Context: an optimization exercise on an open-source flow, tuned for small area. The choices shown serve that exercise and are no tape-out recipe.
The RTL was checked by simulation tests, not by an equivalence proof against the original design.

`design/flow/constraint.sdc`:
```
create_clock -name core_clock -period 8.0 [get_ports {clk}]
set_input_delay 1.6000 -clock core_clock [delete_from_list [all_inputs] [get_ports {clk}]]
set_output_delay 1.6000 -clock core_clock [all_outputs]
set_load 0.01 [all_outputs]
```
`design/flow/run.sh`:
```
#!/bin/bash
# synth_recipe.tcl (not shown) runs the flow's synth.tcl, then flattens the netlist and writes it again
# the make line also repeats each setting of config.mk as NAME=value (left out here)
make -C /OpenROAD-flow-scripts/flow DESIGN_CONFIG=/design/flow/config.mk WORK_HOME=/design/flow/orfs CLKGATE_MAP_FILE= SYNTH_SCRIPT=/design/flow/synth_recipe.tcl finish
```
`design/flow/design.v`:
```
module lrelu_config_ctrl (
  input  logic       clk,
  input  logic       rst,
  input  logic       clken,
  input  logic       cfg_valid,
  output logic [8:0] cfg_sel,
  output logic       count_config_full
);
  logic [3:0] state;
  logic [3:0] state_next;
  always_comb begin
    case (state)
      4'd8:    state_next = 4'd9;
      4'd9:    state_next = 4'd1;
      default: state_next = state + 4'd1;
    endcase
  end
  always_ff @(posedge clk) begin
    if (rst) begin
      state <= 4'd0;
    end else if (clken && cfg_valid) begin
      state <= state_next;
    end
  end
  always_comb begin
    cfg_sel = '0;
    if (state == 4'd9) cfg_sel[0] = 1'b1;
    else               cfg_sel[state] = 1'b1;
  end
  assign count_config_full = (state == 4'd9);
endmodule
module lrelu_coef_bank (
  input  logic                       clk,
  input  logic                       rst,
  input  logic                       clken,
  input  logic                       cfg_valid,
  input  logic [8:0]                 cfg_sel,
  input  logic [16-1:0] cfg_data,
  output logic [9*16-1:0] coef
);
  logic [16-1:0] wdata;
  logic                       take;
  assign wdata = rst ? '0 : cfg_data;
  assign take  = clken && cfg_valid;
  always_ff @(posedge clk) begin
    for (int i = 0; i < 9; i++) begin
      if (rst || (take && cfg_sel[i])) begin
        coef[i*16 +: 16] <= wdata;
      end
    end
  end
endmodule
module lrelu_affine_stage (
  input  logic [19:0] x,
  input  logic [15:0] a,
  input  logic [15:0] b,
  output logic [19:0] p
);
  wire t1 = x[0] & a[0];
  wire t2 = x[0] & a[1];
  wire t3 = x[0] & a[2];
  wire t4 = x[0] & a[3];
  wire t5 = x[0] & a[4];
  wire t6 = x[0] & a[5];
  wire t7 = x[0] & a[6];
  wire t8 = x[0] & a[7];
  wire t9 = x[0] & a[8];
  wire t10 = x[0] & a[9];
  wire t11 = x[0] & a[10];
  wire t12 = x[0] & a[11];
  wire t13 = x[0] & a[12];
  wire t14 = x[0] & a[13];
  wire t15 = x[0] & a[14];
  wire t16 = ~(x[0] & a[15]);
  wire t17 = x[1] & a[0];
  wire t18 = x[1] & a[1];
  wire t19 = x[1] & a[2];
  wire t20 = x[1] & a[3];
  wire t21 = x[1] & a[4];
  wire t22 = x[1] & a[5];
  wire t23 = x[1] & a[6];
  wire t24 = x[1] & a[7];
  wire t25 = x[1] & a[8];
  wire t26 = x[1] & a[9];
  wire t27 = x[1] & a[10];
  wire t28 = x[1] & a[11];
  wire t29 = x[1] & a[12];
  wire t30 = x[1] & a[13];
  wire t31 = x[1] & a[14];
  wire t32 = ~(x[1] & a[15]);
  wire t33 = x[2] & a[0];
  wire t34 = x[2] & a[1];
  wire t35 = x[2] & a[2];
  wire t36 = x[2] & a[3];
  wire t37 = x[2] & a[4];
  wire t38 = x[2] & a[5];
  wire t39 = x[2] & a[6];
  wire t40 = x[2] & a[7];
  wire t41 = x[2] & a[8];
  wire t42 = x[2] & a[9];
  wire t43 = x[2] & a[10];
  wire t44 = x[2] & a[11];
  wire t45 = x[2] & a[12];
  wire t46 = x[2] & a[13];
  wire t47 = x[2] & a[14];
  wire t48 = ~(x[2] & a[15]);
  wire t49 = x[3] & a[0];
  wire t50 = x[3] & a[1];
  wire t51 = x[3] & a[2];
  wire t52 = x[3] & a[3];
  wire t53 = x[3] & a[4];
  wire t54 = x[3] & a[5];
  wire t55 = x[3] & a[6];
  wire t56 = x[3] & a[7];
  wire t57 = x[3] & a[8];
  wire t58 = x[3] & a[9];
  wire t59 = x[3] & a[10];
  wire t60 = x[3] & a[11];
  wire t61 = x[3] & a[12];
  wire t62 = x[3] & a[13];
  wire t63 = x[3] & a[14];
  wire t64 = ~(x[3] & a[15]);
  wire t65 = x[4] & a[0];
  wire t66 = x[4] & a[1];
  wire t67 = x[4] & a[2];
  wire t68 = x[4] & a[3];
  wire t69 = x[4] & a[4];
  wire t70 = x[4] & a[5];
  wire t71 = x[4] & a[6];
  wire t72 = x[4] & a[7];
  wire t73 = x[4] & a[8];
  wire t74 = x[4] & a[9];
  wire t75 = x[4] & a[10];
  wire t76 = x[4] & a[11];
  wire t77 = x[4] & a[12];
  wire t78 = x[4] & a[13];
  wire t79 = x[4] & a[14];
  wire t80 = ~(x[4] & a[15]);
  wire t81 = x[5] & a[0];
  wire t82 = x[5] & a[1];
  wire t83 = x[5] & a[2];
  wire t84 = x[5] & a[3];
  wire t85 = x[5] & a[4];
  wire t86 = x[5] & a[5];
  wire t87 = x[5] & a[6];
  wire t88 = x[5] & a[7];
  wire t89 = x[5] & a[8];
  wire t90 = x[5] & a[9];
  wire t91 = x[5] & a[10];
  wire t92 = x[5] & a[11];
  wire t93 = x[5] & a[12];
  wire t94 = x[5] & a[13];
  wire t95 = x[5] & a[14];
  wire t96 = ~(x[5] & a[15]);
  wire t97 = x[6] & a[0];
  wire t98 = x[6] & a[1];
  wire t99 = x[6] & a[2];
  wire t100 = x[6] & a[3];
  wire t101 = x[6] & a[4];
  wire t102 = x[6] & a[5];
  wire t103 = x[6] & a[6];
  wire t104 = x[6] & a[7];
  wire t105 = x[6] & a[8];
  wire t106 = x[6] & a[9];
  wire t107 = x[6] & a[10];
  wire t108 = x[6] & a[11];
  wire t109 = x[6] & a[12];
  wire t110 = x[6] & a[13];
  wire t111 = x[6] & a[14];
  wire t112 = ~(x[6] & a[15]);
  wire t113 = x[7] & a[0];
  wire t114 = x[7] & a[1];
  wire t115 = x[7] & a[2];
  wire t116 = x[7] & a[3];
  wire t117 = x[7] & a[4];
  wire t118 = x[7] & a[5];
  wire t119 = x[7] & a[6];
  wire t120 = x[7] & a[7];
  wire t121 = x[7] & a[8];
  wire t122 = x[7] & a[9];
  wire t123 = x[7] & a[10];
  wire t124 = x[7] & a[11];
  wire t125 = x[7] & a[12];
  wire t126 = x[7] & a[13];
  wire t127 = x[7] & a[14];
  wire t128 = ~(x[7] & a[15]);
  wire t129 = x[8] & a[0];
  wire t130 = x[8] & a[1];
  wire t131 = x[8] & a[2];
  wire t132 = x[8] & a[3];
  wire t133 = x[8] & a[4];
  wire t134 = x[8] & a[5];
  wire t135 = x[8] & a[6];
  wire t136 = x[8] & a[7];
  wire t137 = x[8] & a[8];
  wire t138 = x[8] & a[9];
  wire t139 = x[8] & a[10];
  wire t140 = x[8] & a[11];
  wire t141 = x[8] & a[12];
  wire t142 = x[8] & a[13];
  wire t143 = x[8] & a[14];
  wire t144 = ~(x[8] & a[15]);
  wire t145 = x[9] & a[0];
  wire t146 = x[9] & a[1];
  wire t147 = x[9] & a[2];
  wire t148 = x[9] & a[3];
  wire t149 = x[9] & a[4];
  wire t150 = x[9] & a[5];
  wire t151 = x[9] & a[6];
  wire t152 = x[9] & a[7];
  wire t153 = x[9] & a[8];
  wire t154 = x[9] & a[9];
  wire t155 = x[9] & a[10];
  wire t156 = x[9] & a[11];
  wire t157 = x[9] & a[12];
  wire t158 = x[9] & a[13];
  wire t159 = x[9] & a[14];
  wire t160 = ~(x[9] & a[15]);
  wire t161 = x[10] & a[0];
  wire t162 = x[10] & a[1];
  wire t163 = x[10] & a[2];
  wire t164 = x[10] & a[3];
  wire t165 = x[10] & a[4];
  wire t166 = x[10] & a[5];
  wire t167 = x[10] & a[6];
  wire t168 = x[10] & a[7];
  wire t169 = x[10] & a[8];
  wire t170 = x[10] & a[9];
  wire t171 = x[10] & a[10];
  wire t172 = x[10] & a[11];
  wire t173 = x[10] & a[12];
  wire t174 = x[10] & a[13];
  wire t175 = x[10] & a[14];
  wire t176 = ~(x[10] & a[15]);
  wire t177 = x[11] & a[0];
  wire t178 = x[11] & a[1];
  wire t179 = x[11] & a[2];
  wire t180 = x[11] & a[3];
  wire t181 = x[11] & a[4];
  wire t182 = x[11] & a[5];
  wire t183 = x[11] & a[6];
  wire t184 = x[11] & a[7];
  wire t185 = x[11] & a[8];
  wire t186 = x[11] & a[9];
  wire t187 = x[11] & a[10];
  wire t188 = x[11] & a[11];
  wire t189 = x[11] & a[12];
  wire t190 = x[11] & a[13];
  wire t191 = x[11] & a[14];
  wire t192 = ~(x[11] & a[15]);
  wire t193 = x[12] & a[0];
  wire t194 = x[12] & a[1];
  wire t195 = x[12] & a[2];
  wire t196 = x[12] & a[3];
  wire t197 = x[12] & a[4];
  wire t198 = x[12] & a[5];
  wire t199 = x[12] & a[6];
  wire t200 = x[12] & a[7];
  wire t201 = x[12] & a[8];
  wire t202 = x[12] & a[9];
  wire t203 = x[12] & a[10];
  wire t204 = x[12] & a[11];
  wire t205 = x[12] & a[12];
  wire t206 = x[12] & a[13];
  wire t207 = x[12] & a[14];
  wire t208 = ~(x[12] & a[15]);
  wire t209 = x[13] & a[0];
  wire t210 = x[13] & a[1];
  wire t211 = x[13] & a[2];
  wire t212 = x[13] & a[3];
  wire t213 = x[13] & a[4];
  wire t214 = x[13] & a[5];
  wire t215 = x[13] & a[6];
  wire t216 = x[13] & a[7];
  wire t217 = x[13] & a[8];
  wire t218 = x[13] & a[9];
  wire t219 = x[13] & a[10];
  wire t220 = x[13] & a[11];
  wire t221 = x[13] & a[12];
  wire t222 = x[13] & a[13];
  wire t223 = x[13] & a[14];
  wire t224 = ~(x[13] & a[15]);
  wire t225 = x[14] & a[0];
  wire t226 = x[14] & a[1];
  wire t227 = x[14] & a[2];
  wire t228 = x[14] & a[3];
  wire t229 = x[14] & a[4];
  wire t230 = x[14] & a[5];
  wire t231 = x[14] & a[6];
  wire t232 = x[14] & a[7];
  wire t233 = x[14] & a[8];
  wire t234 = x[14] & a[9];
  wire t235 = x[14] & a[10];
  wire t236 = x[14] & a[11];
  wire t237 = x[14] & a[12];
  wire t238 = x[14] & a[13];
  wire t239 = x[14] & a[14];
  wire t240 = ~(x[14] & a[15]);
  wire t241 = x[15] & a[0];
  wire t242 = x[15] & a[1];
  wire t243 = x[15] & a[2];
  wire t244 = x[15] & a[3];
  wire t245 = x[15] & a[4];
  wire t246 = x[15] & a[5];
  wire t247 = x[15] & a[6];
  wire t248 = x[15] & a[7];
  wire t249 = x[15] & a[8];
  wire t250 = x[15] & a[9];
  wire t251 = x[15] & a[10];
  wire t252 = x[15] & a[11];
  wire t253 = x[15] & a[12];
  wire t254 = x[15] & a[13];
  wire t255 = x[15] & a[14];
  wire t256 = ~(x[15] & a[15]);
  wire t257 = x[16] & a[0];
  wire t258 = x[16] & a[1];
  wire t259 = x[16] & a[2];
  wire t260 = x[16] & a[3];
  wire t261 = x[16] & a[4];
  wire t262 = x[16] & a[5];
  wire t263 = x[16] & a[6];
  wire t264 = x[16] & a[7];
  wire t265 = x[16] & a[8];
  wire t266 = x[16] & a[9];
  wire t267 = x[16] & a[10];
  wire t268 = x[16] & a[11];
  wire t269 = x[16] & a[12];
  wire t270 = x[16] & a[13];
  wire t271 = x[16] & a[14];
  wire t272 = ~(x[16] & a[15]);
  wire t273 = x[17] & a[0];
  wire t274 = x[17] & a[1];
  wire t275 = x[17] & a[2];
  wire t276 = x[17] & a[3];
  wire t277 = x[17] & a[4];
  wire t278 = x[17] & a[5];
  wire t279 = x[17] & a[6];
  wire t280 = x[17] & a[7];
  wire t281 = x[17] & a[8];
  wire t282 = x[17] & a[9];
  wire t283 = x[17] & a[10];
  wire t284 = x[17] & a[11];
  wire t285 = x[17] & a[12];
  wire t286 = x[17] & a[13];
  wire t287 = x[17] & a[14];
  wire t288 = ~(x[17] & a[15]);
  wire t289 = x[18] & a[0];
  wire t290 = x[18] & a[1];
  wire t291 = x[18] & a[2];
  wire t292 = x[18] & a[3];
  wire t293 = x[18] & a[4];
  wire t294 = x[18] & a[5];
  wire t295 = x[18] & a[6];
  wire t296 = x[18] & a[7];
  wire t297 = x[18] & a[8];
  wire t298 = x[18] & a[9];
  wire t299 = x[18] & a[10];
  wire t300 = x[18] & a[11];
  wire t301 = x[18] & a[12];
  wire t302 = x[18] & a[13];
  wire t303 = x[18] & a[14];
  wire t304 = ~(x[18] & a[15]);
  wire t305 = ~(x[19] & a[0]);
  wire t306 = ~(x[19] & a[1]);
  wire t307 = ~(x[19] & a[2]);
  wire t308 = ~(x[19] & a[3]);
  wire t309 = ~(x[19] & a[4]);
  wire t310 = ~(x[19] & a[5]);
  wire t311 = ~(x[19] & a[6]);
  wire t312 = ~(x[19] & a[7]);
  wire t313 = ~(x[19] & a[8]);
  wire t314 = ~(x[19] & a[9]);
  wire t315 = ~(x[19] & a[10]);
  wire t316 = ~(x[19] & a[11]);
  wire t317 = ~(x[19] & a[12]);
  wire t318 = ~(x[19] & a[13]);
  wire t319 = ~(x[19] & a[14]);
  wire t320 = x[19] & a[15];
  wire t321 = t13 ^ t28;
  wire t322 = t13 & t28;
  wire t323 = t14 ^ t29 ^ t44;
  wire t324 = (t14 & t29) | (t14 & t44) | (t29 & t44);
  wire t325 = t59 ^ t74;
  wire t326 = t59 & t74;
  wire t327 = t15 ^ t30 ^ t45;
  wire t328 = (t15 & t30) | (t15 & t45) | (t30 & t45);
  wire t329 = t60 ^ t75 ^ t90;
  wire t330 = (t60 & t75) | (t60 & t90) | (t75 & t90);
  wire t331 = t105 ^ t120;
  wire t332 = t105 & t120;
  wire t333 = t16 ^ t31 ^ t46;
  wire t334 = (t16 & t31) | (t16 & t46) | (t31 & t46);
  wire t335 = t61 ^ t76 ^ t91;
  wire t336 = (t61 & t76) | (t61 & t91) | (t76 & t91);
  wire t337 = t106 ^ t121 ^ t136;
  wire t338 = (t106 & t121) | (t106 & t136) | (t121 & t136);
  wire t339 = t151 ^ t166 ^ t181;
  wire t340 = (t151 & t166) | (t151 & t181) | (t166 & t181);
  wire t341 = t32 ^ t47 ^ t62;
  wire t342 = (t32 & t47) | (t32 & t62) | (t47 & t62);
  wire t343 = t77 ^ t92 ^ t107;
  wire t344 = (t77 & t92) | (t77 & t107) | (t92 & t107);
  wire t345 = t122 ^ t137 ^ t152;
  wire t346 = (t122 & t137) | (t122 & t152) | (t137 & t152);
  wire t347 = t167 ^ t182 ^ t197;
  wire t348 = (t167 & t182) | (t167 & t197) | (t182 & t197);
  wire t349 = t48 ^ t63 ^ t78;
  wire t350 = (t48 & t63) | (t48 & t78) | (t63 & t78);
  wire t351 = t93 ^ t108 ^ t123;
  wire t352 = (t93 & t108) | (t93 & t123) | (t108 & t123);
  wire t353 = t138 ^ t153 ^ t168;
  wire t354 = (t138 & t153) | (t138 & t168) | (t153 & t168);
  wire t355 = t183 ^ t198 ^ t213;
  wire t356 = (t183 & t198) | (t183 & t213) | (t198 & t213);
  wire t357 = t64 ^ t79 ^ t94;
  wire t358 = (t64 & t79) | (t64 & t94) | (t79 & t94);
  wire t359 = t109 ^ t124 ^ t139;
  wire t360 = (t109 & t124) | (t109 & t139) | (t124 & t139);
  wire t361 = t154 ^ t169 ^ t184;
  wire t362 = (t154 & t169) | (t154 & t184) | (t169 & t184);
  wire t363 = t199 ^ t214 ^ t229;
  wire t364 = (t199 & t214) | (t199 & t229) | (t214 & t229);
  wire t365 = t80 ^ t95 ^ t110;
  wire t366 = (t80 & t95) | (t80 & t110) | (t95 & t110);
  wire t367 = t125 ^ t140 ^ t155;
  wire t368 = (t125 & t140) | (t125 & t155) | (t140 & t155);
  wire t369 = t170 ^ t185 ^ t200;
  wire t370 = (t170 & t185) | (t170 & t200) | (t185 & t200);
  wire t371 = t215 ^ t230 ^ t245;
  wire t372 = (t215 & t230) | (t215 & t245) | (t230 & t245);
  wire t373 = t260 ^ t275;
  wire t374 = t260 & t275;
  wire t375 = t96 ^ t111 ^ t126;
  wire t376 = (t96 & t111) | (t96 & t126) | (t111 & t126);
  wire t377 = t141 ^ t156 ^ t171;
  wire t378 = (t141 & t156) | (t141 & t171) | (t156 & t171);
  wire t379 = t186 ^ t201 ^ t216;
  wire t380 = (t186 & t201) | (t186 & t216) | (t201 & t216);
  wire t381 = t231 ^ t246 ^ t261;
  wire t382 = (t231 & t246) | (t231 & t261) | (t246 & t261);
  wire t383 = t112 ^ t127 ^ t142;
  wire t384 = (t112 & t127) | (t112 & t142) | (t127 & t142);
  wire t385 = t157 ^ t172 ^ t187;
  wire t386 = (t157 & t172) | (t157 & t187) | (t172 & t187);
  wire t387 = t202 ^ t217 ^ t232;
  wire t388 = (t202 & t217) | (t202 & t232) | (t217 & t232);
  wire t389 = t128 ^ t143 ^ t158;
  wire t390 = (t128 & t143) | (t128 & t158) | (t143 & t158);
  wire t391 = t173 ^ t188 ^ t203;
  wire t392 = (t173 & t188) | (t173 & t203) | (t188 & t203);
  wire t393 = t144 ^ t159 ^ t174;
  wire t394 = (t144 & t159) | (t144 & t174) | (t159 & t174);
  wire t395 = t189 ^ t204;
  wire t396 = t189 & t204;
  wire t397 = t160 ^ t175;
  wire t398 = t160 & t175;
  wire t399 = t9 ^ t24;
  wire t400 = t9 & t24;
  wire t401 = t10 ^ t25 ^ t40;
  wire t402 = (t10 & t25) | (t10 & t40) | (t25 & t40);
  wire t403 = t55 ^ t70;
  wire t404 = t55 & t70;
  wire t405 = t11 ^ t26 ^ t41;
  wire t406 = (t11 & t26) | (t11 & t41) | (t26 & t41);
  wire t407 = t56 ^ t71 ^ t86;
  wire t408 = (t56 & t71) | (t56 & t86) | (t71 & t86);
  wire t409 = t101 ^ t116;
  wire t410 = t101 & t116;
  wire t411 = t12 ^ t27 ^ t42;
  wire t412 = (t12 & t27) | (t12 & t42) | (t27 & t42);
  wire t413 = t57 ^ t72 ^ t87;
  wire t414 = (t57 & t72) | (t57 & t87) | (t72 & t87);
  wire t415 = t102 ^ t117 ^ t132;
  wire t416 = (t102 & t117) | (t102 & t132) | (t117 & t132);
  wire t417 = t147 ^ t162;
  wire t418 = t147 & t162;
  wire t419 = t43 ^ t58 ^ t73;
  wire t420 = (t43 & t58) | (t43 & t73) | (t58 & t73);
  wire t421 = t88 ^ t103 ^ t118;
  wire t422 = (t88 & t103) | (t88 & t118) | (t103 & t118);
  wire t423 = t133 ^ t148 ^ t163;
  wire t424 = (t133 & t148) | (t133 & t163) | (t148 & t163);
  wire t425 = t178 ^ t193 ^ b[4];
  wire t426 = (t178 & t193) | (t178 & b[4]) | (t193 & b[4]);
  wire t427 = t89 ^ t104 ^ t119;
  wire t428 = (t89 & t104) | (t89 & t119) | (t104 & t119);
  wire t429 = t134 ^ t149 ^ t164;
  wire t430 = (t134 & t149) | (t134 & t164) | (t149 & t164);
  wire t431 = t179 ^ t194 ^ t209;
  wire t432 = (t179 & t194) | (t179 & t209) | (t194 & t209);
  wire t433 = b[5] ^ t322 ^ t323;
  wire t434 = (b[5] & t322) | (b[5] & t323) | (t322 & t323);
  wire t435 = t135 ^ t150 ^ t165;
  wire t436 = (t135 & t150) | (t135 & t165) | (t150 & t165);
  wire t437 = t180 ^ t195 ^ t210;
  wire t438 = (t180 & t195) | (t180 & t210) | (t195 & t210);
  wire t439 = t225 ^ b[6] ^ t324;
  wire t440 = (t225 & b[6]) | (t225 & t324) | (b[6] & t324);
  wire t441 = t326 ^ t327 ^ t329;
  wire t442 = (t326 & t327) | (t326 & t329) | (t327 & t329);
  wire t443 = t196 ^ t211 ^ t226;
  wire t444 = (t196 & t211) | (t196 & t226) | (t211 & t226);
  wire t445 = t241 ^ b[7] ^ 1'b1;
  wire t446 = (t241 & b[7]) | (t241 & 1'b1) | (b[7] & 1'b1);
  wire t447 = t328 ^ t330 ^ t332;
  wire t448 = (t328 & t330) | (t328 & t332) | (t330 & t332);
  wire t449 = t333 ^ t335 ^ t337;
  wire t450 = (t333 & t335) | (t333 & t337) | (t335 & t337);
  wire t451 = t212 ^ t227 ^ t242;
  wire t452 = (t212 & t227) | (t212 & t242) | (t227 & t242);
  wire t453 = t257 ^ b[8] ^ t334;
  wire t454 = (t257 & b[8]) | (t257 & t334) | (b[8] & t334);
  wire t455 = t336 ^ t338 ^ t340;
  wire t456 = (t336 & t338) | (t336 & t340) | (t338 & t340);
  wire t457 = t341 ^ t343 ^ t345;
  wire t458 = (t341 & t343) | (t341 & t345) | (t343 & t345);
  wire t459 = t228 ^ t243 ^ t258;
  wire t460 = (t228 & t243) | (t228 & t258) | (t243 & t258);
  wire t461 = t273 ^ b[9] ^ t342;
  wire t462 = (t273 & b[9]) | (t273 & t342) | (b[9] & t342);
  wire t463 = t344 ^ t346 ^ t348;
  wire t464 = (t344 & t346) | (t344 & t348) | (t346 & t348);
  wire t465 = t349 ^ t351 ^ t353;
  wire t466 = (t349 & t351) | (t349 & t353) | (t351 & t353);
  wire t467 = t244 ^ t259 ^ t274;
  wire t468 = (t244 & t259) | (t244 & t274) | (t259 & t274);
  wire t469 = t289 ^ b[10] ^ t350;
  wire t470 = (t289 & b[10]) | (t289 & t350) | (b[10] & t350);
  wire t471 = t352 ^ t354 ^ t356;
  wire t472 = (t352 & t354) | (t352 & t356) | (t354 & t356);
  wire t473 = t357 ^ t359 ^ t361;
  wire t474 = (t357 & t359) | (t357 & t361) | (t359 & t361);
  wire t475 = t290 ^ t305 ^ b[11];
  wire t476 = (t290 & t305) | (t290 & b[11]) | (t305 & b[11]);
  wire t477 = 1'b1 ^ t358 ^ t360;
  wire t478 = (1'b1 & t358) | (1'b1 & t360) | (t358 & t360);
  wire t479 = t362 ^ t364 ^ t365;
  wire t480 = (t362 & t364) | (t362 & t365) | (t364 & t365);
  wire t481 = t367 ^ t369 ^ t371;
  wire t482 = (t367 & t369) | (t367 & t371) | (t369 & t371);
  wire t483 = t276 ^ t291 ^ t306;
  wire t484 = (t276 & t291) | (t276 & t306) | (t291 & t306);
  wire t485 = b[12] ^ t366 ^ t368;
  wire t486 = (b[12] & t366) | (b[12] & t368) | (t366 & t368);
  wire t487 = t370 ^ t372 ^ t374;
  wire t488 = (t370 & t372) | (t370 & t374) | (t372 & t374);
  wire t489 = t375 ^ t377 ^ t379;
  wire t490 = (t375 & t377) | (t375 & t379) | (t377 & t379);
  wire t491 = t247 ^ t262 ^ t277;
  wire t492 = (t247 & t262) | (t247 & t277) | (t262 & t277);
  wire t493 = t292 ^ t307 ^ b[13];
  wire t494 = (t292 & t307) | (t292 & b[13]) | (t307 & b[13]);
  wire t495 = t376 ^ t378 ^ t380;
  wire t496 = (t376 & t378) | (t376 & t380) | (t378 & t380);
  wire t497 = t382 ^ t383 ^ t385;
  wire t498 = (t382 & t383) | (t382 & t385) | (t383 & t385);
  wire t499 = t218 ^ t233 ^ t248;
  wire t500 = (t218 & t233) | (t218 & t248) | (t233 & t248);
  wire t501 = t263 ^ t278 ^ t293;
  wire t502 = (t263 & t278) | (t263 & t293) | (t278 & t293);
  wire t503 = t308 ^ b[14] ^ t384;
  wire t504 = (t308 & b[14]) | (t308 & t384) | (b[14] & t384);
  wire t505 = t386 ^ t388 ^ t389;
  wire t506 = (t386 & t388) | (t386 & t389) | (t388 & t389);
  wire t507 = t219 ^ t234 ^ t249;
  wire t508 = (t219 & t234) | (t219 & t249) | (t234 & t249);
  wire t509 = t264 ^ t279 ^ t294;
  wire t510 = (t264 & t279) | (t264 & t294) | (t279 & t294);
  wire t511 = t309 ^ ~b[15] ^ 1'b1;
  wire t512 = (t309 & ~b[15]) | (t309 & 1'b1) | (~b[15] & 1'b1);
  wire t513 = t390 ^ t392 ^ t393;
  wire t514 = (t390 & t392) | (t390 & t393) | (t392 & t393);
  wire t515 = t190 ^ t205 ^ t220;
  wire t516 = (t190 & t205) | (t190 & t220) | (t205 & t220);
  wire t517 = t235 ^ t250 ^ t265;
  wire t518 = (t235 & t250) | (t235 & t265) | (t250 & t265);
  wire t519 = t280 ^ t295 ^ t310;
  wire t520 = (t280 & t295) | (t280 & t310) | (t295 & t310);
  wire t521 = 1'b1 ^ t394 ^ t396;
  wire t522 = (1'b1 & t394) | (1'b1 & t396) | (t394 & t396);
  wire t523 = t176 ^ t191 ^ t206;
  wire t524 = (t176 & t191) | (t176 & t206) | (t191 & t206);
  wire t525 = t221 ^ t236 ^ t251;
  wire t526 = (t221 & t236) | (t221 & t251) | (t236 & t251);
  wire t527 = t266 ^ t281 ^ t296;
  wire t528 = (t266 & t281) | (t266 & t296) | (t281 & t296);
  wire t529 = t311 ^ 1'b1;
  wire t530 = t311 & 1'b1;
  wire t531 = t192 ^ t207 ^ t222;
  wire t532 = (t192 & t207) | (t192 & t222) | (t207 & t222);
  wire t533 = t237 ^ t252 ^ t267;
  wire t534 = (t237 & t252) | (t237 & t267) | (t252 & t267);
  wire t535 = t282 ^ t297;
  wire t536 = t282 & t297;
  wire t537 = t208 ^ t223 ^ t238;
  wire t538 = (t208 & t223) | (t208 & t238) | (t223 & t238);
  wire t539 = t253 ^ t268;
  wire t540 = t253 & t268;
  wire t541 = t224 ^ t239;
  wire t542 = t224 & t239;
  wire t543 = t7 ^ t22;
  wire t544 = t7 & t22;
  wire t545 = t8 ^ t23 ^ t38;
  wire t546 = (t8 & t23) | (t8 & t38) | (t23 & t38);
  wire t547 = t53 ^ t68;
  wire t548 = t53 & t68;
  wire t549 = t39 ^ t54 ^ t69;
  wire t550 = (t39 & t54) | (t39 & t69) | (t54 & t69);
  wire t551 = t84 ^ t99 ^ t114;
  wire t552 = (t84 & t99) | (t84 & t114) | (t99 & t114);
  wire t553 = t129 ^ b[0];
  wire t554 = t129 & b[0];
  wire t555 = t85 ^ t100 ^ t115;
  wire t556 = (t85 & t100) | (t85 & t115) | (t100 & t115);
  wire t557 = t130 ^ t145 ^ b[1];
  wire t558 = (t130 & t145) | (t130 & b[1]) | (t145 & b[1]);
  wire t559 = t400 ^ t401 ^ t403;
  wire t560 = (t400 & t401) | (t400 & t403) | (t401 & t403);
  wire t561 = t131 ^ t146 ^ t161;
  wire t562 = (t131 & t146) | (t131 & t161) | (t146 & t161);
  wire t563 = b[2] ^ t402 ^ t404;
  wire t564 = (b[2] & t402) | (b[2] & t404) | (t402 & t404);
  wire t565 = t405 ^ t407 ^ t409;
  wire t566 = (t405 & t407) | (t405 & t409) | (t407 & t409);
  wire t567 = t177 ^ b[3] ^ t406;
  wire t568 = (t177 & b[3]) | (t177 & t406) | (b[3] & t406);
  wire t569 = t408 ^ t410 ^ t411;
  wire t570 = (t408 & t410) | (t408 & t411) | (t410 & t411);
  wire t571 = t413 ^ t415 ^ t417;
  wire t572 = (t413 & t415) | (t413 & t417) | (t415 & t417);
  wire t573 = t321 ^ t412 ^ t414;
  wire t574 = (t321 & t412) | (t321 & t414) | (t412 & t414);
  wire t575 = t416 ^ t418 ^ t419;
  wire t576 = (t416 & t418) | (t416 & t419) | (t418 & t419);
  wire t577 = t421 ^ t423 ^ t425;
  wire t578 = (t421 & t423) | (t421 & t425) | (t423 & t425);
  wire t579 = t325 ^ t420 ^ t422;
  wire t580 = (t325 & t420) | (t325 & t422) | (t420 & t422);
  wire t581 = t424 ^ t426 ^ t427;
  wire t582 = (t424 & t426) | (t424 & t427) | (t426 & t427);
  wire t583 = t429 ^ t431 ^ t433;
  wire t584 = (t429 & t431) | (t429 & t433) | (t431 & t433);
  wire t585 = t331 ^ t428 ^ t430;
  wire t586 = (t331 & t428) | (t331 & t430) | (t428 & t430);
  wire t587 = t432 ^ t434 ^ t435;
  wire t588 = (t432 & t434) | (t432 & t435) | (t434 & t435);
  wire t589 = t437 ^ t439 ^ t441;
  wire t590 = (t437 & t439) | (t437 & t441) | (t439 & t441);
  wire t591 = t339 ^ t436 ^ t438;
  wire t592 = (t339 & t436) | (t339 & t438) | (t436 & t438);
  wire t593 = t440 ^ t442 ^ t443;
  wire t594 = (t440 & t442) | (t440 & t443) | (t442 & t443);
  wire t595 = t445 ^ t447 ^ t449;
  wire t596 = (t445 & t447) | (t445 & t449) | (t447 & t449);
  wire t597 = t347 ^ t444 ^ t446;
  wire t598 = (t347 & t444) | (t347 & t446) | (t444 & t446);
  wire t599 = t448 ^ t450 ^ t451;
  wire t600 = (t448 & t450) | (t448 & t451) | (t450 & t451);
  wire t601 = t453 ^ t455 ^ t457;
  wire t602 = (t453 & t455) | (t453 & t457) | (t455 & t457);
  wire t603 = t355 ^ t452 ^ t454;
  wire t604 = (t355 & t452) | (t355 & t454) | (t452 & t454);
  wire t605 = t456 ^ t458 ^ t459;
  wire t606 = (t456 & t458) | (t456 & t459) | (t458 & t459);
  wire t607 = t461 ^ t463 ^ t465;
  wire t608 = (t461 & t463) | (t461 & t465) | (t463 & t465);
  wire t609 = t363 ^ t460 ^ t462;
  wire t610 = (t363 & t460) | (t363 & t462) | (t460 & t462);
  wire t611 = t464 ^ t466 ^ t467;
  wire t612 = (t464 & t466) | (t464 & t467) | (t466 & t467);
  wire t613 = t469 ^ t471 ^ t473;
  wire t614 = (t469 & t471) | (t469 & t473) | (t471 & t473);
  wire t615 = t373 ^ t468 ^ t470;
  wire t616 = (t373 & t468) | (t373 & t470) | (t468 & t470);
  wire t617 = t472 ^ t474 ^ t475;
  wire t618 = (t472 & t474) | (t472 & t475) | (t474 & t475);
  wire t619 = t477 ^ t479 ^ t481;
  wire t620 = (t477 & t479) | (t477 & t481) | (t479 & t481);
  wire t621 = t381 ^ t476 ^ t478;
  wire t622 = (t381 & t476) | (t381 & t478) | (t476 & t478);
  wire t623 = t480 ^ t482 ^ t483;
  wire t624 = (t480 & t482) | (t480 & t483) | (t482 & t483);
  wire t625 = t485 ^ t487 ^ t489;
  wire t626 = (t485 & t487) | (t485 & t489) | (t487 & t489);
  wire t627 = t387 ^ t484 ^ t486;
  wire t628 = (t387 & t484) | (t387 & t486) | (t484 & t486);
  wire t629 = t488 ^ t490 ^ t491;
  wire t630 = (t488 & t490) | (t488 & t491) | (t490 & t491);
  wire t631 = t493 ^ t495 ^ t497;
  wire t632 = (t493 & t495) | (t493 & t497) | (t495 & t497);
  wire t633 = t391 ^ t492 ^ t494;
  wire t634 = (t391 & t492) | (t391 & t494) | (t492 & t494);
  wire t635 = t496 ^ t498 ^ t499;
  wire t636 = (t496 & t498) | (t496 & t499) | (t498 & t499);
  wire t637 = t501 ^ t503 ^ t505;
  wire t638 = (t501 & t503) | (t501 & t505) | (t503 & t505);
  wire t639 = t395 ^ t500 ^ t502;
  wire t640 = (t395 & t500) | (t395 & t502) | (t500 & t502);
  wire t641 = t504 ^ t506 ^ t507;
  wire t642 = (t504 & t506) | (t504 & t507) | (t506 & t507);
  wire t643 = t509 ^ t511 ^ t513;
  wire t644 = (t509 & t511) | (t509 & t513) | (t511 & t513);
  wire t645 = t397 ^ t508 ^ t510;
  wire t646 = (t397 & t508) | (t397 & t510) | (t508 & t510);
  wire t647 = t512 ^ t514 ^ t515;
  wire t648 = (t512 & t514) | (t512 & t515) | (t514 & t515);
  wire t649 = t517 ^ t519 ^ t521;
  wire t650 = (t517 & t519) | (t517 & t521) | (t519 & t521);
  wire t651 = t398 ^ t516 ^ t518;
  wire t652 = (t398 & t516) | (t398 & t518) | (t516 & t518);
  wire t653 = t520 ^ t522 ^ t523;
  wire t654 = (t520 & t522) | (t520 & t523) | (t522 & t523);
  wire t655 = t525 ^ t527 ^ t529;
  wire t656 = (t525 & t527) | (t525 & t529) | (t527 & t529);
  wire t657 = t312 ^ 1'b1 ^ t524;
  wire t658 = (t312 & 1'b1) | (t312 & t524) | (1'b1 & t524);
  wire t659 = t526 ^ t528 ^ t530;
  wire t660 = (t526 & t528) | (t526 & t530) | (t528 & t530);
  wire t661 = t531 ^ t533 ^ t535;
  wire t662 = (t531 & t533) | (t531 & t535) | (t533 & t535);
  wire t663 = t283 ^ t298 ^ t313;
  wire t664 = (t283 & t298) | (t283 & t313) | (t298 & t313);
  wire t665 = 1'b1 ^ t532 ^ t534;
  wire t666 = (1'b1 & t532) | (1'b1 & t534) | (t532 & t534);
  wire t667 = t536 ^ t537 ^ t539;
  wire t668 = (t536 & t537) | (t536 & t539) | (t537 & t539);
  wire t669 = t254 ^ t269 ^ t284;
  wire t670 = (t254 & t269) | (t254 & t284) | (t269 & t284);
  wire t671 = t299 ^ t314 ^ 1'b1;
  wire t672 = (t299 & t314) | (t299 & 1'b1) | (t314 & 1'b1);
  wire t673 = t538 ^ t540 ^ t541;
  wire t674 = (t538 & t540) | (t538 & t541) | (t540 & t541);
  wire t675 = t240 ^ t255 ^ t270;
  wire t676 = (t240 & t255) | (t240 & t270) | (t255 & t270);
  wire t677 = t285 ^ t300 ^ t315;
  wire t678 = (t285 & t300) | (t285 & t315) | (t300 & t315);
  wire t679 = 1'b1 ^ t542;
  wire t680 = 1'b1 & t542;
  wire t681 = t256 ^ t271 ^ t286;
  wire t682 = (t256 & t271) | (t256 & t286) | (t271 & t286);
  wire t683 = t301 ^ t316;
  wire t684 = t301 & t316;
  wire t685 = t272 ^ t287;
  wire t686 = t272 & t287;
  wire t687 = t5 ^ t20;
  wire t688 = t5 & t20;
  wire t689 = t6 ^ t21 ^ t36;
  wire t690 = (t6 & t21) | (t6 & t36) | (t21 & t36);
  wire t691 = t51 ^ t66;
  wire t692 = t51 & t66;
  wire t693 = t37 ^ t52 ^ t67;
  wire t694 = (t37 & t52) | (t37 & t67) | (t52 & t67);
  wire t695 = t82 ^ t97 ^ t543;
  wire t696 = (t82 & t97) | (t82 & t543) | (t97 & t543);
  wire t697 = t83 ^ t98 ^ t113;
  wire t698 = (t83 & t98) | (t83 & t113) | (t98 & t113);
  wire t699 = t544 ^ t545 ^ t547;
  wire t700 = (t544 & t545) | (t544 & t547) | (t545 & t547);
  wire t701 = t399 ^ t546 ^ t548;
  wire t702 = (t399 & t546) | (t399 & t548) | (t546 & t548);
  wire t703 = t549 ^ t551 ^ t553;
  wire t704 = (t549 & t551) | (t549 & t553) | (t551 & t553);
  wire t705 = t550 ^ t552 ^ t554;
  wire t706 = (t550 & t552) | (t550 & t554) | (t552 & t554);
  wire t707 = t555 ^ t557 ^ t559;
  wire t708 = (t555 & t557) | (t555 & t559) | (t557 & t559);
  wire t709 = t556 ^ t558 ^ t560;
  wire t710 = (t556 & t558) | (t556 & t560) | (t558 & t560);
  wire t711 = t561 ^ t563 ^ t565;
  wire t712 = (t561 & t563) | (t561 & t565) | (t563 & t565);
  wire t713 = t562 ^ t564 ^ t566;
  wire t714 = (t562 & t564) | (t562 & t566) | (t564 & t566);
  wire t715 = t567 ^ t569 ^ t571;
  wire t716 = (t567 & t569) | (t567 & t571) | (t569 & t571);
  wire t717 = t568 ^ t570 ^ t572;
  wire t718 = (t568 & t570) | (t568 & t572) | (t570 & t572);
  wire t719 = t573 ^ t575 ^ t577;
  wire t720 = (t573 & t575) | (t573 & t577) | (t575 & t577);
  wire t721 = t574 ^ t576 ^ t578;
  wire t722 = (t574 & t576) | (t574 & t578) | (t576 & t578);
  wire t723 = t579 ^ t581 ^ t583;
  wire t724 = (t579 & t581) | (t579 & t583) | (t581 & t583);
  wire t725 = t580 ^ t582 ^ t584;
  wire t726 = (t580 & t582) | (t580 & t584) | (t582 & t584);
  wire t727 = t585 ^ t587 ^ t589;
  wire t728 = (t585 & t587) | (t585 & t589) | (t587 & t589);
  wire t729 = t586 ^ t588 ^ t590;
  wire t730 = (t586 & t588) | (t586 & t590) | (t588 & t590);
  wire t731 = t591 ^ t593 ^ t595;
  wire t732 = (t591 & t593) | (t591 & t595) | (t593 & t595);
  wire t733 = t592 ^ t594 ^ t596;
  wire t734 = (t592 & t594) | (t592 & t596) | (t594 & t596);
  wire t735 = t597 ^ t599 ^ t601;
  wire t736 = (t597 & t599) | (t597 & t601) | (t599 & t601);
  wire t737 = t598 ^ t600 ^ t602;
  wire t738 = (t598 & t600) | (t598 & t602) | (t600 & t602);
  wire t739 = t603 ^ t605 ^ t607;
  wire t740 = (t603 & t605) | (t603 & t607) | (t605 & t607);
  wire t741 = t604 ^ t606 ^ t608;
  wire t742 = (t604 & t606) | (t604 & t608) | (t606 & t608);
  wire t743 = t609 ^ t611 ^ t613;
  wire t744 = (t609 & t611) | (t609 & t613) | (t611 & t613);
  wire t745 = t610 ^ t612 ^ t614;
  wire t746 = (t610 & t612) | (t610 & t614) | (t612 & t614);
  wire t747 = t615 ^ t617 ^ t619;
  wire t748 = (t615 & t617) | (t615 & t619) | (t617 & t619);
  wire t749 = t616 ^ t618 ^ t620;
  wire t750 = (t616 & t618) | (t616 & t620) | (t618 & t620);
  wire t751 = t621 ^ t623 ^ t625;
  wire t752 = (t621 & t623) | (t621 & t625) | (t623 & t625);
  wire t753 = t622 ^ t624 ^ t626;
  wire t754 = (t622 & t624) | (t622 & t626) | (t624 & t626);
  wire t755 = t627 ^ t629 ^ t631;
  wire t756 = (t627 & t629) | (t627 & t631) | (t629 & t631);
  wire t757 = t628 ^ t630 ^ t632;
  wire t758 = (t628 & t630) | (t628 & t632) | (t630 & t632);
  wire t759 = t633 ^ t635 ^ t637;
  wire t760 = (t633 & t635) | (t633 & t637) | (t635 & t637);
  wire t761 = t634 ^ t636 ^ t638;
  wire t762 = (t634 & t636) | (t634 & t638) | (t636 & t638);
  wire t763 = t639 ^ t641 ^ t643;
  wire t764 = (t639 & t641) | (t639 & t643) | (t641 & t643);
  wire t765 = t640 ^ t642 ^ t644;
  wire t766 = (t640 & t642) | (t640 & t644) | (t642 & t644);
  wire t767 = t645 ^ t647 ^ t649;
  wire t768 = (t645 & t647) | (t645 & t649) | (t647 & t649);
  wire t769 = t646 ^ t648 ^ t650;
  wire t770 = (t646 & t648) | (t646 & t650) | (t648 & t650);
  wire t771 = t651 ^ t653 ^ t655;
  wire t772 = (t651 & t653) | (t651 & t655) | (t653 & t655);
  wire t773 = t652 ^ t654 ^ t656;
  wire t774 = (t652 & t654) | (t652 & t656) | (t654 & t656);
  wire t775 = t657 ^ t659 ^ t661;
  wire t776 = (t657 & t659) | (t657 & t661) | (t659 & t661);
  wire t777 = t658 ^ t660 ^ t662;
  wire t778 = (t658 & t660) | (t658 & t662) | (t660 & t662);
  wire t779 = t663 ^ t665 ^ t667;
  wire t780 = (t663 & t665) | (t663 & t667) | (t665 & t667);
  wire t781 = t664 ^ t666 ^ t668;
  wire t782 = (t664 & t666) | (t664 & t668) | (t666 & t668);
  wire t783 = t669 ^ t671 ^ t673;
  wire t784 = (t669 & t671) | (t669 & t673) | (t671 & t673);
  wire t785 = t670 ^ t672 ^ t674;
  wire t786 = (t670 & t672) | (t670 & t674) | (t672 & t674);
  wire t787 = t675 ^ t677 ^ t679;
  wire t788 = (t675 & t677) | (t675 & t679) | (t677 & t679);
  wire t789 = 1'b1 ^ t676 ^ t678;
  wire t790 = (1'b1 & t676) | (1'b1 & t678) | (t676 & t678);
  wire t791 = t680 ^ t681 ^ t683;
  wire t792 = (t680 & t681) | (t680 & t683) | (t681 & t683);
  wire t793 = t302 ^ t317 ^ 1'b1;
  wire t794 = (t302 & t317) | (t302 & 1'b1) | (t317 & 1'b1);
  wire t795 = t682 ^ t684 ^ t685;
  wire t796 = (t682 & t684) | (t682 & t685) | (t684 & t685);
  wire t797 = t288 ^ t303 ^ t318;
  wire t798 = (t288 & t303) | (t288 & t318) | (t303 & t318);
  wire t799 = 1'b1 ^ t686;
  wire t800 = 1'b1 & t686;
  wire t801 = t304 ^ t319;
  wire t802 = t304 & t319;
  wire t803 = t4 ^ t19;
  wire t804 = t4 & t19;
  wire t805 = t35 ^ t50 ^ t65;
  wire t806 = (t35 & t50) | (t35 & t65) | (t50 & t65);
  wire t807 = t81 ^ t688 ^ t689;
  wire t808 = (t81 & t688) | (t81 & t689) | (t688 & t689);
  wire t809 = t690 ^ t692 ^ t693;
  wire t810 = (t690 & t692) | (t690 & t693) | (t692 & t693);
  wire t811 = t694 ^ t696 ^ t697;
  wire t812 = (t694 & t696) | (t694 & t697) | (t696 & t697);
  wire t813 = t698 ^ t700 ^ t701;
  wire t814 = (t698 & t700) | (t698 & t701) | (t700 & t701);
  wire t815 = t702 ^ t704 ^ t705;
  wire t816 = (t702 & t704) | (t702 & t705) | (t704 & t705);
  wire t817 = t706 ^ t708 ^ t709;
  wire t818 = (t706 & t708) | (t706 & t709) | (t708 & t709);
  wire t819 = t710 ^ t712 ^ t713;
  wire t820 = (t710 & t712) | (t710 & t713) | (t712 & t713);
  wire t821 = t714 ^ t716 ^ t717;
  wire t822 = (t714 & t716) | (t714 & t717) | (t716 & t717);
  wire t823 = t718 ^ t720 ^ t721;
  wire t824 = (t718 & t720) | (t718 & t721) | (t720 & t721);
  wire t825 = t722 ^ t724 ^ t725;
  wire t826 = (t722 & t724) | (t722 & t725) | (t724 & t725);
  wire t827 = t726 ^ t728 ^ t729;
  wire t828 = (t726 & t728) | (t726 & t729) | (t728 & t729);
  wire t829 = t730 ^ t732 ^ t733;
  wire t830 = (t730 & t732) | (t730 & t733) | (t732 & t733);
  wire t831 = t734 ^ t736 ^ t737;
  wire t832 = (t734 & t736) | (t734 & t737) | (t736 & t737);
  wire t833 = t738 ^ t740 ^ t741;
  wire t834 = (t738 & t740) | (t738 & t741) | (t740 & t741);
  wire t835 = t742 ^ t744 ^ t745;
  wire t836 = (t742 & t744) | (t742 & t745) | (t744 & t745);
  wire t837 = t746 ^ t748 ^ t749;
  wire t838 = (t746 & t748) | (t746 & t749) | (t748 & t749);
  wire t839 = t750 ^ t752 ^ t753;
  wire t840 = (t750 & t752) | (t750 & t753) | (t752 & t753);
  wire t841 = t754 ^ t756 ^ t757;
  wire t842 = (t754 & t756) | (t754 & t757) | (t756 & t757);
  wire t843 = t758 ^ t760 ^ t761;
  wire t844 = (t758 & t760) | (t758 & t761) | (t760 & t761);
  wire t845 = t762 ^ t764 ^ t765;
  wire t846 = (t762 & t764) | (t762 & t765) | (t764 & t765);
  wire t847 = t766 ^ t768 ^ t769;
  wire t848 = (t766 & t768) | (t766 & t769) | (t768 & t769);
  wire t849 = t770 ^ t772 ^ t773;
  wire t850 = (t770 & t772) | (t770 & t773) | (t772 & t773);
  wire t851 = t774 ^ t776 ^ t777;
  wire t852 = (t774 & t776) | (t774 & t777) | (t776 & t777);
  wire t853 = t778 ^ t780 ^ t781;
  wire t854 = (t778 & t780) | (t778 & t781) | (t780 & t781);
  wire t855 = t782 ^ t784 ^ t785;
  wire t856 = (t782 & t784) | (t782 & t785) | (t784 & t785);
  wire t857 = t786 ^ t788 ^ t789;
  wire t858 = (t786 & t788) | (t786 & t789) | (t788 & t789);
  wire t859 = t790 ^ t792 ^ t793;
  wire t860 = (t790 & t792) | (t790 & t793) | (t792 & t793);
  wire t861 = t794 ^ t796 ^ t797;
  wire t862 = (t794 & t796) | (t794 & t797) | (t796 & t797);
  wire t863 = 1'b1 ^ t798 ^ t800;
  wire t864 = (1'b1 & t798) | (1'b1 & t800) | (t798 & t800);
  wire t865 = t320 ^ 1'b1;
  wire t866 = t320 & 1'b1;
  wire t867 = t3 ^ t18;
  wire t868 = t3 & t18;
  wire t869 = t34 ^ t49 ^ t803;
  wire t870 = (t34 & t49) | (t34 & t803) | (t49 & t803);
  wire t871 = t687 ^ t804 ^ t805;
  wire t872 = (t687 & t804) | (t687 & t805) | (t804 & t805);
  wire t873 = t691 ^ t806 ^ t807;
  wire t874 = (t691 & t806) | (t691 & t807) | (t806 & t807);
  wire t875 = t695 ^ t808 ^ t809;
  wire t876 = (t695 & t808) | (t695 & t809) | (t808 & t809);
  wire t877 = t699 ^ t810 ^ t811;
  wire t878 = (t699 & t810) | (t699 & t811) | (t810 & t811);
  wire t879 = t703 ^ t812 ^ t813;
  wire t880 = (t703 & t812) | (t703 & t813) | (t812 & t813);
  wire t881 = t707 ^ t814 ^ t815;
  wire t882 = (t707 & t814) | (t707 & t815) | (t814 & t815);
  wire t883 = t711 ^ t816 ^ t817;
  wire t884 = (t711 & t816) | (t711 & t817) | (t816 & t817);
  wire t885 = t715 ^ t818 ^ t819;
  wire t886 = (t715 & t818) | (t715 & t819) | (t818 & t819);
  wire t887 = t719 ^ t820 ^ t821;
  wire t888 = (t719 & t820) | (t719 & t821) | (t820 & t821);
  wire t889 = t723 ^ t822 ^ t823;
  wire t890 = (t723 & t822) | (t723 & t823) | (t822 & t823);
  wire t891 = t727 ^ t824 ^ t825;
  wire t892 = (t727 & t824) | (t727 & t825) | (t824 & t825);
  wire t893 = t731 ^ t826 ^ t827;
  wire t894 = (t731 & t826) | (t731 & t827) | (t826 & t827);
  wire t895 = t735 ^ t828 ^ t829;
  wire t896 = (t735 & t828) | (t735 & t829) | (t828 & t829);
  wire t897 = t739 ^ t830 ^ t831;
  wire t898 = (t739 & t830) | (t739 & t831) | (t830 & t831);
  wire t899 = t743 ^ t832 ^ t833;
  wire t900 = (t743 & t832) | (t743 & t833) | (t832 & t833);
  wire t901 = t747 ^ t834 ^ t835;
  wire t902 = (t747 & t834) | (t747 & t835) | (t834 & t835);
  wire t903 = t751 ^ t836 ^ t837;
  wire t904 = (t751 & t836) | (t751 & t837) | (t836 & t837);
  wire t905 = t755 ^ t838 ^ t839;
  wire t906 = (t755 & t838) | (t755 & t839) | (t838 & t839);
  wire t907 = t759 ^ t840 ^ t841;
  wire t908 = (t759 & t840) | (t759 & t841) | (t840 & t841);
  wire t909 = t763 ^ t842 ^ t843;
  wire t910 = (t763 & t842) | (t763 & t843) | (t842 & t843);
  wire t911 = t767 ^ t844 ^ t845;
  wire t912 = (t767 & t844) | (t767 & t845) | (t844 & t845);
  wire t913 = t771 ^ t846 ^ t847;
  wire t914 = (t771 & t846) | (t771 & t847) | (t846 & t847);
  wire t915 = t775 ^ t848 ^ t849;
  wire t916 = (t775 & t848) | (t775 & t849) | (t848 & t849);
  wire t917 = t779 ^ t850 ^ t851;
  wire t918 = (t779 & t850) | (t779 & t851) | (t850 & t851);
  wire t919 = t783 ^ t852 ^ t853;
  wire t920 = (t783 & t852) | (t783 & t853) | (t852 & t853);
  wire t921 = t787 ^ t854 ^ t855;
  wire t922 = (t787 & t854) | (t787 & t855) | (t854 & t855);
  wire t923 = t791 ^ t856 ^ t857;
  wire t924 = (t791 & t856) | (t791 & t857) | (t856 & t857);
  wire t925 = t795 ^ t858 ^ t859;
  wire t926 = (t795 & t858) | (t795 & t859) | (t858 & t859);
  wire t927 = t799 ^ t860 ^ t861;
  wire t928 = (t799 & t860) | (t799 & t861) | (t860 & t861);
  wire t929 = t801 ^ t862 ^ t863;
  wire t930 = (t801 & t862) | (t801 & t863) | (t862 & t863);
  wire t931 = t802 ^ t864 ^ t865;
  wire t932 = (t802 & t864) | (t802 & t865) | (t864 & t865);
  wire [35:0] r0 = {t866, t930, t928, t926, t924, t922, t920, t918, t916, t914, t912, t910, t908, t906, t904, t902, t900, t898, t896, t894, t892, t890, t888, t886, t884, t882, t880, t878, t876, t874, t872, t870, t868, t33, t2, t1};
  wire [35:0] r1 = {t932, t931, t929, t927, t925, t923, t921, t919, t917, t915, t913, t911, t909, t907, t905, t903, t901, t899, t897, t895, t893, t891, t889, t887, t885, t883, t881, t879, t877, t875, t873, t871, t869, t867, t17, 1'b0};
  wire [35:0] y  = r0 + r1;
  wire        hi_same = (y[35:27] == 9'h000) || (y[35:27] == 9'h1ff);
  assign p = hi_same ? y[27:8] : {y[35], {19{~y[35]}}};
endmodule
module lrelu_leaky_stage (
  input  logic signed [19:0]                 p,
  input  logic                               is_lrelu,
  input  logic signed [16-1:0]  d,
  output logic [8-1:0]         out
);
  logic signed [23:0] p13;
  logic signed [19:0] q;
  logic signed [20:0] r;
  assign p13 = p * 24'sd13;
  assign q   = (is_lrelu && p[19]) ? 20'(p13 >>> 7) : p;
  assign r   = q + d;
  always_comb begin
    if (r > 21'sd127)       out = 8'h7f;
    else if (r < -21'sd128) out = 8'h80;
    else                    out = r[7:0];
  end
endmodule
module lrelu_engine (
  input  logic                                    clk,
  input  logic                                    rst,
  input  logic                                    clken,
  input  logic                                    s_valid,
  input  logic                                    s_last,
  input  logic [3:0]               s_user,
  input  logic [4*20-1:0]  s_data,
  input  logic                                    cfg_valid,
  input  logic [16-1:0]              cfg_data,
  output logic                                    m_valid,
  output logic                                    m_last,
  output logic [3:0]               m_user,
  output logic [4*8-1:0] m_data,
  output logic                                    count_config_full
);
  localparam int PW = 5 + 4*8;   
  logic [8:0]                     cfg_sel;
  logic [9*16-1:0]   coef;
  logic [4*20-1:0]     p_c, p_1;
  logic [16-1:0]     d_1;
  logic [4:0]                     side_1;
  logic [4*8-1:0] res;
  logic [2:0]    v_pipe;
  logic [PW-1:0] d_pipe [2];
  lrelu_config_ctrl ctrl_i (
    .clk               (clk),
    .rst               (rst),
    .clken             (clken),
    .cfg_valid         (cfg_valid),
    .cfg_sel           (cfg_sel),
    .count_config_full (count_config_full)
  );
  lrelu_coef_bank bank_i (
    .clk       (clk),
    .rst       (rst),
    .clken     (clken),
    .cfg_valid (cfg_valid),
    .cfg_sel   (cfg_sel),
    .cfg_data  (cfg_data),
    .coef      (coef)
  );
  for (genvar u = 0; u < 4; u++) begin : g_lane
    lrelu_affine_stage affine_i (
      .x (s_data[u*20 +: 20]),
      .a (coef[(1+u)*16 +: 16]),
      .b (coef[(5+u)*16 +: 16]),
      .p (p_c[u*20 +: 20])
    );
    lrelu_leaky_stage leaky_i (
      .p        (p_1[u*20 +: 20]),
      .is_lrelu (side_1[3]),
      .d        (d_1),
      .out      (res[u*8 +: 8])
    );
  end
  always_ff @(posedge clk) begin
    if (rst) begin
      v_pipe  <= '0;
      m_valid <= 1'b0;
    end else if (clken) begin
      v_pipe  <= {v_pipe[1:0], s_valid};
      m_valid <= v_pipe[2];
    end
  end
  always_ff @(posedge clk) begin
    if (clken) begin
      p_1       <= p_c;
      d_1       <= coef[0 +: 16];
      side_1    <= {s_last, s_user};
      d_pipe[0] <= {side_1, res};
      d_pipe[1] <= d_pipe[0];
      {m_last, m_user, m_data} <= d_pipe[1];
    end
  end
endmodule
```
`design/flow/config.mk`:
```
export PLATFORM = sky130hd
export DESIGN_NAME = lrelu_engine
export DESIGN_NICKNAME = lrelu_engine
export VERILOG_FILES = /design/flow/design.v
export SDC_FILE = /design/flow/constraint.sdc
export NUM_CORES = 4
export LEC_CHECK = 0
export CAP_MARGIN = 20
export CORE_MARGIN = 2
export CORE_UTILIZATION = 55
export SLEW_MARGIN = 20
```
==> notes.md <==
critical path, delay by kind of cell:
| kind | cells | cell delay (ns) |
|---|---|---|
| adders and majority gates | 7 | 3.43 |
| AOI/OAI and AO/OA | 8 | 1.73 |
| buffers and inverters | 4 | 0.87 |
| and+or+nand+nor | 3 | 0.51 |
routing by layer:
layer	vias up	track usage [%]	wire length, um
met3	245	4.86	11400
met4	0	7.51	4060
met2	1351	48.5	81500
met1	23820	40.5	75600
met5	-	0	0
li1	21878	-	-
worst paths after layout:
check / from / endpoint / depth (start not counted) / slack [ns]
setup / recovery: s_data[45] / p_1[58]$_DFFE_PP_ / 22 / 0.23
hold / removal: bank_i.coef[9]$_DFFE_PP_ / d_1[9]$_DFFE_PP_ / 0 / 0.41
setup reg to reg: p_1[2]$_DFFE_PP_ / d_pipe[0][1]$_SDFFCE_PN1P_ / 23 / 0.63
hold reg to reg: bank_i.coef[9]$_DFFE_PP_ / d_1[9]$_DFFE_PP_ / 0 / 0.41
layout make-up:
type | instances | area share (%)
diodes | 4 | 0.0138
clock buffers | 52 | 1.67
clock inverters | 36 | 0.646
inverters | 1564 | 8.07
multi-input cells | 4665 | 65.4
flip-flops and latches | 364 | 14.9
well taps | 1536 | 2.64
repair buffers | 567 | 6.64
flip-flops by register name, summed over array words and instances, names as in the netlist, 3 cells and up:
name	cells
bank_i.coef	144
ctrl_i.state	4
d_1	16
d_pipe	74
m_data	32
m_user	4
p_1	80
side_1	5
v_pipe	3
per-stage QoR:
stage / hold WS, ns / utilization, %
after global placement: 0.400 / 60.2
after detailed placement: 0.405 / 60.2
final: 0.409 / 61.9
after global routing: 0.421 / 61.9
after floorplan: 0.400 / -
after CTS: 0.410 / 61.6
placed cells by master, fill, tap and decap left out, types with 19 or more instances in the layout:
cell and instances:
ha_1 574, o21ai_1 25, inv_1 1563, nand2_1 827, nand4_1 26, nand2b_1 29
clkdlybuf4s50_1 125, and3_1 28, nand3_1 56, edfxtp_1 356, nor2_1 112, o21ai_0 143
fa_1 1146, a31oi_1 28, clkbuf_16 49, o21bai_1 39, o22ai_1 20, buf_4 408
o21a_1 86, a211oi_1 21, a21oi_1 182, a21o_1 93, nor3_1 39, xnor2_1 134
nor2b_1 34, and2_1 642, o31ai_1 19, xor2_1 94
kinds of logic after synthesis:
family / Yosys count
XOR/XNOR: 229
AND/OR/NAND/NOR: 1890
buffers and inverters: 1809
adder cells (fa/ha/maj): 1731
AO/OA/AOI/OAI: 799
multiplexers: 16
flip-flops: 364
repair_timing:
action	4_1_cts	5_1_grt
hold buffers	0	0
setup endpoints to repair	0	76
buffers inserted	0	4
resized for setup	0	68
==> summary.md <==
| Metric | Value |
|---|---|
| CTS clk-pin slew, worst paths | `0.07 ns` |
| H-Tree Level Count | `2` |
| Max Fclk | `129 MHz` |
| Crit end category | `register` |
| Synth-to-Final Area Change | `11.9%` |
| Global-route wire length before repair | `276000 um` |
| Slew margin rel. | `23.1%` |
| Worst Hold Class | `reg -> reg` |
| Proportion of layout cells with a drive suffix above 1 | `8.62%` |
| Post-Route WL | `173000 um` |
| Total GRT Usage | `29.4%` |
| Max-cap viol count | `0` |
| Post-synth EDFFs | `356` |
| Most numerous cell in the Yosys netlist | `inv_1` |
| Critical-path top delay cell | `fa_1` |
| Largest net degree at the start of global routing | `between 60 and 70` |
| Netlist cell types | `102` |
| Register area | `0.0109 sq mm` |
| Clock sink count | `364` |
| Post-Synth Simple-Gate Area | `14.6%` |
| CTS tree | `built` |
| Area share of the largest cell type after synthesis | `between 30 and 40%` |
| Final setup fails | `0` |
| Cell Rows | `126` |
| Sequential area share after synthesis | `between 10% and 20%` |
| Drt drc | `0` |
| Largest family of logic cells by synthesized area | `adder cells` |
| Die Span X | `348 um` |
| Outcome | `no timing/DRC/antenna violations` |
| Syn_area_per_cell | `9.51 sq um` |
| Post-DRT Antenna Nets | `0` |
| RSZ-0062 raised after global routing | `true` |
| DR vias/cell | `5.38` |
| CP peak stage delay | `a little under 0.6 ns` |
| Crit Path Class | `in -> reg` |
| DRT iter0 DRCs | `2921` |
| DR vias | `about 47000` |
| Setup Skew | `0.0292 ns` |
| Cells along the critical path | `clkdlybuf4s50_1 -> buf_4 -> nand2_1 -> fa_1 -> fa_1 -> fa_1 -> fa_1 -> inv_1 -> fa_1 -> fa_1 -> ha_2 -> a21oi_2 -> o21ai_1 -> nor3_1 -> nand3_2 -> a211oi_4 -> a211oi_1 -> o221ai_1 -> o211ai_1 -> o41a_1 -> buf_12 -> o21a_1` |
| Arr. time, crit path | `8.16 ns` |
| Startpoint class of the critical path | `input pin` |
| Crit share post-route | `a little over nine tenths` |
| Layout fillers | `a little over 10000` |
| Dominant cells by area after synthesis | `fa_1 (36%), edfxtp_1 (16%), ha_1 (11%), inv_1 (9.0%), and2_1 (6.2%)` |
| Buffers from clock root to sink, at most | `3` |
| Non-Filler Instances | `between 8000 and 9000` |
| Most frequent CP cell | `fa_1` |
| WP data required | `approximately 8.4 ns` |
| Least-Margin Pin Slew | `about 1.2 ns` |
| Synth Area in Compound Gates | `a little over 8%` |
| Io pins | `145` |
| Placed Cells | `8691` |
| TritonCTS Buffers | `48` |
| Initial antenna violation count | `7` |
| Root Driver | `clkbuf_16` |
| Placed inst area | `0.0708 sq mm` |
| Yosys top cell by area | `fa_1` |
| GR Overflow Total | `0` |
| Number of port buffers | `144` |
| Net Count, Synth | `8675` |
| Multi-input logic area | `between 0.04 and 0.05 sq mm` |
| Post-Synthesis Cells | `6838` |
| NumNets Final | `9047` |
| HPWL after detailed placement | `between 100000 and 150000 um` |
| Die Y | `around 350 um` |
| Synth Cell Area | `roughly 0.065 sq mm` |
| Die area | `0.121 sq mm` |
| Final Wtd Congestion | `0.900` |
| Final Max Slew Viols | `0` |
| Post-Synth XOR/XNOR Area | `3.10%` |
| Largest fanout on the critical path | `19` |
| Min cycle time layout | `7.77 ns` |
| FF+latch count, synth | `roughly 360` |
| Final WS setup | `between 0.2 and 0.25 ns` |
| Number of global-route vias before repair | `about 50000` |
| Setup TNS | `0 ns` |
| Cell area after layout | `0.0728 sq mm` |
| Post-Synth Adder-Cell Area | `46.6%` |
| Post-synthesis mux area share | `less than 1%` |
| Top cells by count, synth | `inv_1 (1563), fa_1 (1153), nand2_1 (827)` |
| Asr flop ratio synth | `0%` |
| Core area | `0.118 sq mm` |
| Drt pass-1 iters | `6` |
| Setup WS pre-CTS | `-0.623 ns` |
| Ys flop type | `edfxtp_1` |
| Clock latency on the worst-skew pair | `roughly 0.65 ns` |
| Synth warnings | `5` |
| Initial Util | `around 55%` |
| Drt wl/cell | `19.6 um` |
| Final Hold Viols | `0` |

[afterwards: timing with drivers on the ports]
The results above use ideal ports. As a check the final layout listed here was re-extracted and re-timed, cells and wires unchanged. Step 1: set_driving_cell puts a clkbuf_16 on clk and a buf_2 on each other input, an assumption about the parent block. Step 2 adds t to the input delays and takes it off the output delays; t is the mean of the earliest and latest rising clock arrival at the registers after step 1. Input paths then give back, and output paths get back, about the clock's delay inside the block. Slacks: ideal ports / drivers / drivers and shift; pairs: ideal ports / drivers.
t, ns: 0.720
slack for setup (ns): 0.226 / 0.269 / -0.451
pins driven straight from the clock port: 1
Met with ideal ports but missed after step 2: setup timing in this run. For this run, drivers alone change the setup slack by +0.043 ns; drivers and shift together by -0.677 ns.
